Background: an optimization exercise with open tools, aiming at small area and a short achievable clock period. Do not read the settings as production practice. Function was checked by simulation only, so behaviour that the tests miss may differ from the original. No activity file was given, so power comes from the tool's default toggle rates.

==> flow/design.v <==
module pm_ao22 (
    input  logic a1, a2, b1, b2,
    output logic y
);
    assign y = (a1 & a2) | (b1 & b2);
endmodule
module pm_oai22 (
    input  logic a1, a2, b1, b2,
    output logic y
);
    assign y = ~((a1 | a2) & (b1 | b2));
endmodule
module prog_mem_ctrl #(
    parameter int unsigned           WORD_WIDTH = 32,
    parameter int unsigned           DEPTH      = 128,
    parameter int unsigned           ADDR_W     = 7,
    parameter logic [WORD_WIDTH-1:0] NOP_WORD   = '0
) (
    input  logic                  clk,
    input  logic                  rst,
    input  logic                  rst_counter,
    input  logic                  ld_en,
    input  logic                  rd_en,
    input  logic [WORD_WIDTH-1:0] Load_data,
    input  logic                  jump,
    input  logic [ADDR_W-1:0]     jump_to,
    input  logic                  stall,
    output logic [WORD_WIDTH-1:0] instruction,
    output logic [ADDR_W-1:0]     ins_addr,
    output logic                  ins_valid,
    output logic [ADDR_W:0]       prog_len,
    output logic                  full,
    output logic                  err
);
    localparam int unsigned NPAIR = DEPTH / 2;
    logic [WORD_WIDTH-1:0]   memn   [DEPTH];    
    logic [WORD_WIDTH-1:0]   memn_d [DEPTH];
    logic                    run_q;
    logic [ADDR_W-1:0]       pc_q;
    logic [DEPTH-1:0]        pcohn_q;   
    logic [ADDR_W:0]         len_q;
    logic [WORD_WIDTH-1:0]   instr_q;
    logic [ADDR_W-1:0]       addr_q;
    logic                    valid_q;
    logic                    err_q;
    logic ld_only, rd_only, both_req, do_fetch, do_len_inc;
    logic jump_oob, in_prog;
    logic [DEPTH-1:0]        we, hold;
    logic [WORD_WIDTH-1:0]   ldn;
    logic [NPAIR-1:0]        pair [WORD_WIDTH];
    logic [WORD_WIDTH-1:0]   rdata;
    always_comb begin
        ld_only    = !rst_counter && ld_en && !rd_en;
        rd_only    = !rst_counter && rd_en && !ld_en;
        both_req   = !rst_counter && ld_en && rd_en;
        do_fetch   = rd_only && !stall;
        do_len_inc = ld_only && !run_q && !len_q[ADDR_W];
        jump_oob   = {1'b0, jump_to} >= len_q;
        in_prog    = {1'b0, pc_q} < len_q;
        ldn        = ~Load_data;
        for (int i = 0; i < DEPTH; i++) begin
            we[i]   = (len_q == (ADDR_W+1)'(i));
            hold[i] = !we[i];
        end
    end
    for (genvar i = 0; i < DEPTH; i++) begin : g_word
        for (genvar b = 0; b < WORD_WIDTH; b++) begin : g_bit
            pm_ao22 u_wr (
                .a1(we[i]), .a2(ldn[b]), .b1(hold[i]), .b2(memn[i][b]), .y(memn_d[i][b])
            );
        end
    end
    always_ff @(posedge clk) begin
        for (int i = 0; i < DEPTH; i++) memn[i] <= memn_d[i];
    end
    for (genvar b = 0; b < WORD_WIDTH; b++) begin : g_rbit
        for (genvar g = 0; g < NPAIR; g++) begin : g_pair
            pm_oai22 u_rd (
                .a1(pcohn_q[2*g]),   .a2(memn[2*g][b]),
                .b1(pcohn_q[2*g+1]), .b2(memn[2*g+1][b]),
                .y(pair[b][g])
            );
        end
        assign rdata[b] = |pair[b];
    end
    always_ff @(posedge clk) begin
        if (rst || rst_counter) begin
            pcohn_q    <= '1;
            pcohn_q[0] <= 1'b0;
        end else if (do_fetch) begin
            for (int i = 0; i < DEPTH; i++)
                pcohn_q[i] <= jump ? (jump_to != ADDR_W'(i)) : pcohn_q[(i + DEPTH - 1) % DEPTH];
        end
    end
    always_ff @(posedge clk) begin
        if (rst) begin
            run_q   <= 1'b0;
            pc_q    <= '0;
            len_q   <= '0;
            instr_q <= '0;
            addr_q  <= '0;
            valid_q <= 1'b0;
            err_q   <= 1'b0;
        end else if (rst_counter) begin
            pc_q <= '0;
            if (!run_q) len_q <= '0;
        end else if (both_req) begin
            err_q <= 1'b1;
        end else if (ld_only) begin
            run_q <= 1'b0;
            if (!run_q) begin
                if (do_len_inc) len_q <= len_q + 1'b1;
                else            err_q <= 1'b1;
            end
        end else if (rd_only) begin
            run_q <= 1'b1;
            if (!stall) begin
                addr_q  <= pc_q;
                pc_q    <= jump ? jump_to : pc_q + 1'b1;
                instr_q <= in_prog ? rdata : NOP_WORD;
                valid_q <= in_prog;
                if (jump && jump_oob) err_q <= 1'b1;
            end
        end else begin
            run_q <= 1'b0;
        end
    end
    assign full        = len_q[ADDR_W];
    assign prog_len    = len_q;
    assign instruction = instr_q;
    assign ins_addr    = addr_q;
    assign ins_valid   = valid_q;
    assign err         = err_q;
endmodule
Settings: LEC_CHECK=0, CAP_MARGIN=20, CORE_MARGIN=2, CORE_UTILIZATION=40, CTS_BUF_LIST=sky130_fd_sc_hd__clkbuf_16, CTS_CLUSTER_DIAMETER=90, CTS_CLUSTER_SIZE=25, SETUP_SLACK_MARGIN=2.5, SLEW_MARGIN=35, SYNTH_HIERARCHICAL=1, SYNTH_MINIMUM_KEEP_SIZE=0; clock period 5.0 ns.
run.sh (not shown) runs the stock make flow with config.mk's settings and CLKGATE_MAP_FILE= SYNTH_SCRIPT=/design/flow/synth_recipe.tcl, a recipe that flattens the netlist after the stock synthesis.
Edit:
--- a/flow/design.v
+++ b/flow/design.v
@@ -9,6 +9,18 @@
     output logic y
 );
     assign y = ~((a1 | a2) & (b1 | b2));
+endmodule
+module pm_nor2 (
+    input  logic a, b,
+    output logic y
+);
+    assign y = ~(a | b);
+endmodule
+module pm_nand2 (
+    input  logic a, b,
+    output logic y
+);
+    assign y = ~(a & b);
 endmodule
 module prog_mem_ctrl #(
     parameter int unsigned           WORD_WIDTH = 32,
@@ -81,7 +93,18 @@
                 .y(pair[b][g])
             );
         end
-        assign rdata[b] = |pair[b];
+        logic [NPAIR-1:0] lvl [7];
+        assign lvl[0] = pair[b];
+        for (genvar l = 1; l <= 6; l++) begin : g_lvl
+            for (genvar k = 0; k < (NPAIR >> l); k++) begin : g_node
+                if (l % 2 == 1) begin : g_nor
+                    pm_nor2 u_n (.a(lvl[l-1][2*k]), .b(lvl[l-1][2*k+1]), .y(lvl[l][k]));
+                end else begin : g_nand
+                    pm_nand2 u_n (.a(lvl[l-1][2*k]), .b(lvl[l-1][2*k+1]), .y(lvl[l][k]));
+                end
+            end
+        end
+        assign rdata[b] = lvl[6][0];
     end
     always_ff @(posedge clk) begin
         if (rst || rst_counter) begin
Die area rises by 2.6%.
Worst setup slack gains 0.25 ns.
Core utilization falls by 2.2 points.
Total power falls by 0.93%.
Design area falls by 2.1%.
Combinational power falls by 10%.
Area after synthesis rises by 2.6%.
Routed wire length falls by 5.7%.

* * *

## run 4
RTL: the design.v shown in full above, as it stands there.
==> flow/config.mk <==
export PLATFORM = sky130hd
export DESIGN_NAME = prog_mem_ctrl
export DESIGN_NICKNAME = prog_mem_ctrl
export VERILOG_FILES = /design/flow/design.v
export SDC_FILE = /design/flow/constraint.sdc
export NUM_CORES = 4
export LEC_CHECK = 0
export CAP_MARGIN = 20
export CORE_MARGIN = 2
export CORE_UTILIZATION = 40
export CTS_BUF_LIST = sky130_fd_sc_hd__clkbuf_16
export CTS_CLUSTER_DIAMETER = 90
export CTS_CLUSTER_SIZE = 25
export SETUP_SLACK_MARGIN = 2.3
export SLEW_MARGIN = 35
export SYNTH_HIERARCHICAL = 1
export SYNTH_MINIMUM_KEEP_SIZE = 0
==> flow/constraint.sdc <==
create_clock -name core_clock -period 5.0 [get_ports {clk}]
set_input_delay 1.0000 -clock core_clock [delete_from_list [all_inputs] [get_ports {clk}]]
set_output_delay 1.0000 -clock core_clock [all_outputs]
set_load 0.01 [all_outputs]
Run 4 went all the way through synthesis, placement and routing and the layout is clean on timing, DRC and antenna.
The inputs of run 3 differ from those of run 4 as listed below.
--- a/flow/design.v
+++ b/flow/design.v
@@ -39,6 +39,8 @@
     logic [ADDR_W-1:0]       pc_q;
     logic [DEPTH-1:0]        pcohn_q;   
     logic [ADDR_W:0]         len_q;
+    logic [DEPTH-1:0]        wptr_q;    
+    logic                    len_clr, len_inc;
     logic [WORD_WIDTH-1:0]   instr_q;
     logic [ADDR_W-1:0]       addr_q;
     logic                    valid_q;
@@ -58,10 +60,8 @@
         jump_oob   = {1'b0, jump_to} >= len_q;
         in_prog    = {1'b0, pc_q} < len_q;
         ldn        = ~Load_data;
-        for (int i = 0; i < DEPTH; i++) begin
-            we[i]   = (len_q == (ADDR_W+1)'(i));
-            hold[i] = !we[i];
-        end
+        we   = wptr_q;
+        hold = ~wptr_q;
     end
     for (genvar i = 0; i < DEPTH; i++) begin : g_word
         for (genvar b = 0; b < WORD_WIDTH; b++) begin : g_bit
@@ -90,6 +90,16 @@
         end else if (do_fetch) begin
             for (int i = 0; i < DEPTH; i++)
                 pcohn_q[i] <= jump ? (jump_to != ADDR_W'(i)) : pcohn_q[(i + DEPTH - 1) % DEPTH];
+        end
+    end
+    assign len_clr = rst || (rst_counter && !run_q);
+    assign len_inc = !rst_counter && do_len_inc;
+    always_ff @(posedge clk) begin
+        if (len_clr) begin
+            wptr_q    <= '0;
+            wptr_q[0] <= 1'b1;
+        end else if (len_inc) begin
+            wptr_q <= {wptr_q[DEPTH-2:0], 1'b0};
         end
     end
     always_ff @(posedge clk) begin
## What came out
Per the comparison of run 3 with run 4, final worst slack up 18 ps; synthesized cell count rose by 361. In the reports for run 4 and run 3, the smaller share of the clock period used by the worst path belongs to run 3. Per-cell routed wire length in run 3 is 0.82 um below run 4. Diff run 4 -> run 3 | total area of multi-input combinational cells | up slightly. Between run 4 and run 3, the share of synthesized area spent on multiplexers figures differ only marginally. Looking at run 4 and run 3, the sequential share of power is a wash. Mean post-synth cell area (run 3 over run 4): decrease, 0.41%. The total power in run 3 sits about 1.7% above the value recorded for run 4. The initial antenna violation count of run 3 is higher than that of run 4. Count of non-CTS buffers in the layout: run 3 < run 4.

==> re-timing with driven ports <==
The results above use ideal ports. As a check the final layouts listed here were re-extracted and re-timed, cells and wires unchanged.
Step 1 sets driving cells, clkbuf_16 on the clock port and buf_2 on the other inputs (assumed; they add their load-dependent delay and slew).
Step 2 times the ports against the registers' clock, not the clock port: input delays grow and output delays shrink by t, the midpoint of the rising clock arrivals with the driver on.
a / b / c = ideal / step 1 / step 2; a / b = the first two.
run	t, ns	slack for setup (ns)	hold WS [ns]	clock arrival spread, ns	cell pins on the clock port's net
the first run of note 1	1.067	2.101 / 2.101 / 1.214	0.474 / 0.474 / 0.474	0.061 / 0.061	1
the second run of note 1	1.091	2.355 / 2.255 / 1.336	0.474 / 0.450 / 0.474	0.080 / 0.080	1
run 4	1.070	2.131 / 2.131 / 1.141	0.474 / 0.474 / 0.474	0.062 / 0.062	1
run 3	1.058	2.148 / 2.148 / 1.147	0.464 / 0.464 / 0.464	0.074 / 0.075	1
After both steps every run listed still meets setup and hold. The setup slack of the second run of note 1, which loses most, moves by -0.100 ns with the drivers and by -1.019 ns with both steps.
